Background: an optimization exercise with open tools, aiming at small area, a short achievable clock period and few clock cycles per item. Do not read the settings as production practice. At most, simulation tests tie the RTL to the original design; equivalence was not proved.

==> flow/design.v <==
module md4_iter_core (
   input  logic         clk,
   input  logic         rst,
   input  logic         start,
   input  logic         init_sel,
   input  logic [511:0] block_in,
   input  logic [127:0] chain_in,
   output logic         ready,
   output logic         busy,
   output logic         done,
   output logic [127:0] digest
);
   localparam logic [127:0] MD4_IV = 128'h10325476_98badcfe_efcdab89_67452301;
   localparam logic [31:0]  K2 = 32'h5a827999;
   localparam logic [31:0]  K3 = 32'h6ed9eba1;
   logic         busy_q, fin_q, done_q;
   logic [4:0]   cyc_q;
   logic [127:0] digest_q;
   logic [31:0]  b_q, c_q, g1_q, g0_q, p0_q, p1_q, oa_q, ob_q, oc_q, od_q;
   logic [15:0][31:0] x_q;
   logic [2:0]  rnd_q;
   logic [2:0]  rs0_q;    
   logic [5:0]  rs1_q;    
   logic [7:0]  xs0_q;    
   logic [7:0]  xs1_q;    
   logic [1:0]  ks_q;     
   logic [29:0] sel_d;
   function automatic logic [29:0] sel_tbl(input logic [4:0] c);
      case (c)
         5'd0: sel_tbl = 30'b00_10000000_00010000_000010_001_001;
         5'd1: sel_tbl = 30'b00_00100000_00010000_100000_100_001;
         5'd2: sel_tbl = 30'b00_00010000_00100000_000010_001_001;
         5'd3: sel_tbl = 30'b00_00000100_00001000_100000_100_001;
         5'd4: sel_tbl = 30'b00_00010000_01000000_000010_001_001;
         5'd5: sel_tbl = 30'b00_00010000_10000000_100000_100_001;
         5'd6: sel_tbl = 30'b00_00000100_00010000_000010_001_001;
         5'd7: sel_tbl = 30'b01_10000000_01000000_100000_100_001;
         5'd8: sel_tbl = 30'b01_00000100_10000000_000001_001_010;
         5'd9: sel_tbl = 30'b01_00000100_10000000_001000_010_010;
         5'd10: sel_tbl = 30'b01_00100000_01000000_000001_001_010;
         5'd11: sel_tbl = 30'b01_00001000_01000000_001000_010_010;
         5'd12: sel_tbl = 30'b01_10000000_00000100_000001_001_010;
         5'd13: sel_tbl = 30'b01_01000000_00000100_001000_010_010;
         5'd14: sel_tbl = 30'b01_00100000_10000000_000001_001_010;
         5'd15: sel_tbl = 30'b10_00001000_00000100_001000_010_010;
         5'd16: sel_tbl = 30'b10_00100000_00100000_000100_001_100;
         5'd17: sel_tbl = 30'b10_00001000_10000000_010000_100_100;
         5'd18: sel_tbl = 30'b10_00100000_00100000_000100_001_100;
         5'd19: sel_tbl = 30'b10_00000100_01000000_010000_100_100;
         5'd20: sel_tbl = 30'b10_10000000_00100000_000100_001_100;
         5'd21: sel_tbl = 30'b10_00001000_01000000_010000_100_100;
         5'd22: sel_tbl = 30'b10_00000100_01000000_000100_001_100;
         5'd23: sel_tbl = 30'b00_00000010_00000001_010000_100_100;
         5'd24: sel_tbl = 30'b00_00000001_00000010_000001_001_001;
         default: sel_tbl = 30'b00_10000000_00010000_000010_001_001;
      endcase
   endfunction
   logic go;
   assign go = busy_q ? ~fin_q : start;
   assign sel_d = go ? sel_tbl(busy_q ? cyc_q + 5'd1 : 5'd0) : '0;
   function automatic logic [31:0] fsel(input logic [2:0] r, input logic [31:0] b,
                                        input logic [31:0] c, input logic [31:0] d);
      fsel = ({32{r[0]}} & ((b & c) | (~b & d)))
           | ({32{r[1]}} & ((b & c) | (b & d) | (c & d)))
           | ({32{r[2]}} & (b ^ c ^ d));
   endfunction
   function automatic logic [31:0] rotl(input logic [31:0] v, input int s);
      rotl = (v << s) | (v >> (32 - s));
   endfunction
   logic [127:0] cv;
   assign cv = init_sel ? MD4_IV : chain_in;
   function automatic logic [63:0] fg(input logic [2:0] r, input logic [31:0] c,
                                      input logic [31:0] d);
      logic [31:0] g1, g0;
      g1 = ({32{r[0]}} & c) | ({32{r[1]}} & (c | d)) | ({32{r[2]}} & ~(c ^ d));
      g0 = ({32{r[0]}} & d) | ({32{r[1]}} & (c & d)) | ({32{r[2]}} & (c ^ d));
      fg = {g1, g0};
   endfunction
   function automatic logic [31:0] stepadd(input logic [31:0] b, input logic [63:0] g,
                                           input logic [31:0] p);
      logic [31:0] pp, gg, p0, gn, pn;
      pp = ({32{b}} & (g[63:32] ^ p)) | (~{32{b}} & (g[31:0] ^ p));
      gg = ({32{b}} & (g[63:32] & p)) | (~{32{b}} & (g[31:0] & p));
      p0 = pp;
      for (int l = 1; l < 32; l = l * 2) begin
         gn = gg;
         pn = pp;
         for (int i = l; i < 32; i++) begin
            gn[i] = gg[i] | (pp[i] & gg[i - l]);
            pn[i] = pp[i] & pp[i - l];
         end
         gg = gn;
         pp = pn;
      end
      stepadd = p0 ^ {gg[30:0], 1'b0};
   endfunction
   logic [31:0] s0, n0, s1, n1, b_d, c_d;
   logic ld_q;    
   assign s0 = stepadd(b_q, {g1_q, g0_q}, p0_q);
   assign n0 = ({32{rs0_q[0]}} & rotl(s0, 3))
             | ({32{rs0_q[1]}} & rotl(s0, 9))
             | ({32{rs0_q[2]}} & rotl(s0, 11));
   assign s1 = stepadd(n0, fg(rnd_q, b_q, c_q), p1_q);
   assign n1 = ({32{rs1_q[0]}} & rotl(s1, 5))
             | ({32{rs1_q[1]}} & rotl(s1, 7))
             | ({32{rs1_q[2]}} & rotl(s1, 9))
             | ({32{rs1_q[3]}} & rotl(s1, 13))
             | ({32{rs1_q[4]}} & rotl(s1, 15))
             | ({32{rs1_q[5]}} & rotl(s1, 19));
   logic [63:0] gnext;
   logic [2:0]  rnd_nx;      
   logic [29:0] tbl_nx;
   assign tbl_nx = sel_tbl(cyc_q + 5'd1);
   assign rnd_nx = tbl_nx[2:0];
   assign gnext = ld_q ? {cv[95:64], cv[127:96]} : fg(rnd_nx, n0, b_q);
   logic [31:0] xr0, xr1, ao0, ao1, xo0, xo1, ko, q0, q1;
   assign xr0 = ({32{xs0_q[0]}} & oa_q)
              | ({32{xs0_q[1]}} & oc_q)
              | ({32{xs0_q[2]}} & x_q[11])
              | ({32{xs0_q[3]}} & x_q[12])
              | ({32{xs0_q[4]}} & x_q[2])
              | ({32{xs0_q[5]}} & x_q[4])
              | ({32{xs0_q[6]}} & x_q[5])
              | ({32{xs0_q[7]}} & x_q[9]);
   assign xr1 = ({32{xs1_q[0]}} & ob_q)
              | ({32{xs1_q[1]}} & od_q)
              | ({32{xs1_q[2]}} & x_q[0])
              | ({32{xs1_q[3]}} & x_q[1])
              | ({32{xs1_q[4]}} & x_q[10])
              | ({32{xs1_q[5]}} & x_q[12])
              | ({32{xs1_q[6]}} & x_q[13])
              | ({32{xs1_q[7]}} & x_q[3]);
   assign ao0 = ld_q ? cv[31:0] : c_q;
   assign ao1 = ld_q ? cv[127:96] : b_q;
   assign xo0 = xr0 | ({32{ld_q}} & block_in[31:0]);
   assign xo1 = xr1 | ({32{ld_q}} & block_in[63:32]);
   assign ko  = ({32{ks_q[0]}} & K2) | ({32{ks_q[1]}} & K3);
   md4_add3 u_add0 (.a(ao0), .b(xo0), .c(ko), .s(q0));
   md4_add3 u_add1 (.a(ao1), .b(xo1), .c(ko), .s(q1));
   logic acc;
   assign acc = start & ~busy_q;
   always_ff @(posedge clk or posedge rst) begin
      if (rst) begin
         busy_q   <= 1'b0;
         fin_q    <= 1'b0;
         done_q   <= 1'b0;
         cyc_q    <= '0;
         digest_q <= '0;
         {ks_q, xs1_q, xs0_q, rs1_q, rs0_q, rnd_q} <= '0;
         ld_q     <= 1'b1;
      end else begin
         done_q <= 1'b0;
         {ks_q, xs1_q, xs0_q, rs1_q, rs0_q, rnd_q} <= sel_d;
         ld_q   <= ~go;
         if (acc) begin
            busy_q <= 1'b1;
            cyc_q  <= '0;
         end else if (busy_q) begin
            cyc_q <= cyc_q + 5'd1;
            if (cyc_q == 5'd23) fin_q <= 1'b1;
            if (fin_q) begin
               fin_q    <= 1'b0;
               busy_q   <= 1'b0;
               done_q   <= 1'b1;
               digest_q <= {p1_q, q0, q1, p0_q};
            end
         end
      end
   end
   always_ff @(posedge clk) begin
      p0_q <= q0;
      p1_q <= q1;
      b_q <= n1 | ({32{ld_q}} & cv[63:32]);
      c_q <= n0 | ({32{ld_q}} & cv[95:64]);
      {g1_q, g0_q} <= gnext;
      if (!busy_q) begin
         x_q <= block_in;
         oa_q <= cv[31:0];
         ob_q <= cv[63:32];
         oc_q <= cv[95:64];
         od_q <= cv[127:96];
      end else begin
         x_q[0] <= x_q[11];
         x_q[1] <= x_q[10];
         x_q[2] <= x_q[4];
         x_q[3] <= x_q[7];
         x_q[4] <= x_q[15];
         x_q[5] <= x_q[14];
         x_q[6] <= x_q[12];
         x_q[7] <= x_q[0];
         x_q[8] <= x_q[1];
         x_q[9] <= x_q[2];
         x_q[10] <= x_q[3];
         x_q[11] <= x_q[13];
         x_q[12] <= x_q[5];
         x_q[13] <= x_q[9];
         x_q[14] <= x_q[8];
         x_q[15] <= x_q[6];
      end
   end
   assign busy   = busy_q;
   assign ready  = ~busy_q;
   assign done   = done_q;
   assign digest = digest_q;
endmodule
module md4_add3 (
   input  logic [31:0] a,
   input  logic [31:0] b,
   input  logic [31:0] c,
   output logic [31:0] s
);
   assign s = a + b + c;
endmodule
export LEC_CHECK = 0
export ABC_AREA = 1
export CAP_MARGIN = 20
export CORE_MARGIN = 2
export CORE_UTILIZATION = 50
export CTS_BUF_LIST = sky130_fd_sc_hd__clkbuf_8
export CTS_CLUSTER_DIAMETER = 100
export CTS_CLUSTER_SIZE = 12
export SLEW_MARGIN = 20
export SYNTH_HIERARCHICAL = 1
create_clock -name core_clock -period 12.0 [get_ports {clk}]
standard.sh (not shown) runs the stock make flow with config.mk's settings and CLKGATE_MAP_FILE= SYNTH_SCRIPT=/design/flow/synth_recipe.tcl, a recipe that flattens the netlist after the stock synthesis.
==> flow/flow/run.sh <==
#!/bin/bash
set -euo pipefail
bash standard.sh 'BUFFER_PORTS_ARGS=-buffer_cell sky130_fd_sc_hd__buf_1' SETUP_SLACK_MARGIN=7 finish > standard_flow.log 2>&1
Testbench counts at the start, summed over its fixed seeds: cycles 13,312, blocks 512.
Next try:
--- a/flow/design.v
+++ b/flow/design.v
@@ -17,5 +17,6 @@
    logic [4:0]   cyc_q;
    logic [127:0] digest_q;
-   logic [31:0]  b_q, c_q, g1_q, g0_q, p0_q, p1_q, oa_q, ob_q, oc_q, od_q;
+   logic [31:0]  b_q, c_q, p1_q, oa_q, ob_q, oc_q, od_q;
+   logic [31:0]  h1x_q, h1a_q, h0x_q, h0a_q;   
    logic [15:0][31:0] x_q;
    logic [2:0]  rnd_q;
@@ -52,5 +53,5 @@
          5'd22: sel_tbl = 30'b10_00000100_01000000_000100_001_100;
          5'd23: sel_tbl = 30'b00_00000010_00000001_010000_100_100;
-         5'd24: sel_tbl = 30'b00_00000001_00000010_000001_001_001;
+         5'd24: sel_tbl = 30'b00_00000001_00000010_000001_001_000;
          default: sel_tbl = 30'b00_10000000_00010000_000010_001_001;
       endcase
@@ -77,9 +78,8 @@
       fg = {g1, g0};
    endfunction
-   function automatic logic [31:0] stepadd(input logic [31:0] b, input logic [63:0] g,
-                                           input logic [31:0] p);
+   function automatic logic [31:0] stepadd(input logic [31:0] b, input logic [127:0] h);
       logic [31:0] pp, gg, p0, gn, pn;
-      pp = ({32{b}} & (g[63:32] ^ p)) | (~{32{b}} & (g[31:0] ^ p));
-      gg = ({32{b}} & (g[63:32] & p)) | (~{32{b}} & (g[31:0] & p));
+      pp = ({32{b}} & h[127:96]) | (~{32{b}} & h[63:32]);
+      gg = ({32{b}} & h[95:64]) | (~{32{b}} & h[31:0]);
       p0 = pp;
       for (int l = 1; l < 32; l = l * 2) begin
@@ -95,11 +95,14 @@
       stepadd = p0 ^ {gg[30:0], 1'b0};
    endfunction
+   function automatic logic [127:0] hterms(input logic [63:0] g, input logic [31:0] p);
+      hterms = {g[63:32] ^ p, g[63:32] & p, g[31:0] ^ p, g[31:0] & p};
+   endfunction
    logic [31:0] s0, n0, s1, n1, b_d, c_d;
    logic ld_q;    
-   assign s0 = stepadd(b_q, {g1_q, g0_q}, p0_q);
+   assign s0 = stepadd(b_q, {h1x_q, h1a_q, h0x_q, h0a_q});
    assign n0 = ({32{rs0_q[0]}} & rotl(s0, 3))
              | ({32{rs0_q[1]}} & rotl(s0, 9))
              | ({32{rs0_q[2]}} & rotl(s0, 11));
-   assign s1 = stepadd(n0, fg(rnd_q, b_q, c_q), p1_q);
+   assign s1 = stepadd(n0, hterms(fg(rnd_q, b_q, c_q), p1_q));
    assign n1 = ({32{rs1_q[0]}} & rotl(s1, 5))
              | ({32{rs1_q[1]}} & rotl(s1, 7))
@@ -163,5 +166,5 @@
                busy_q   <= 1'b0;
                done_q   <= 1'b1;
-               digest_q <= {p1_q, q0, q1, p0_q};
+               digest_q <= {p1_q, q0, q1, h0x_q};    
             end
          end
@@ -169,9 +172,8 @@
    end
    always_ff @(posedge clk) begin
-      p0_q <= q0;
       p1_q <= q1;
       b_q <= n1 | ({32{ld_q}} & cv[63:32]);
       c_q <= n0 | ({32{ld_q}} & cv[95:64]);
-      {g1_q, g0_q} <= gnext;
+      {h1x_q, h1a_q, h0x_q, h0a_q} <= hterms(gnext, q0);
       if (!busy_q) begin
          x_q <= block_in;
After rerunning:
- first-iteration DRC count is lower by a little under a tenth
- cell area is higher slightly
- cell count is lower slightly
- clock skew is lower by 0.024 ns
- critical path depth is higher by 2
- worst setup slack gets worse by 0.18 ns
- via count is lower slightly
- routed wire length is lower by a few percent
Only the layout flow was run in the second run of this note; the RTL was not checked for function there.

==> static timing again, ports no longer ideal <==
Ports are ideal in the flow. The routed layouts listed here were re-timed in OpenROAD.
Step 1: set_driving_cell puts a clkbuf_16 on clk and a buf_2 on each other input, an assumption about the parent block.
Step 2, shift: input delay + t, output delay - t, t = (earliest + latest rising clock arrival at the registers) / 2. This alone moves slack from input paths to output paths.
Three values: no drivers, after step 1, after step 2; two values: the first two.
run | shift t [ns] | slack for setup (ns) | worst setup path at the end | worst data-port slew with drivers (ns)
the first run | 0.869 | 7.091 / 7.081 / 6.260 | input to register | 0.21
the second run | 0.885 | 6.913 / 6.943 / 6.057 | input to register | 0.20
After both steps setup and hold are still met in every run listed. For the second run, which loses most, drivers alone change the setup slack by +0.030 ns; drivers and shift together by -0.856 ns.
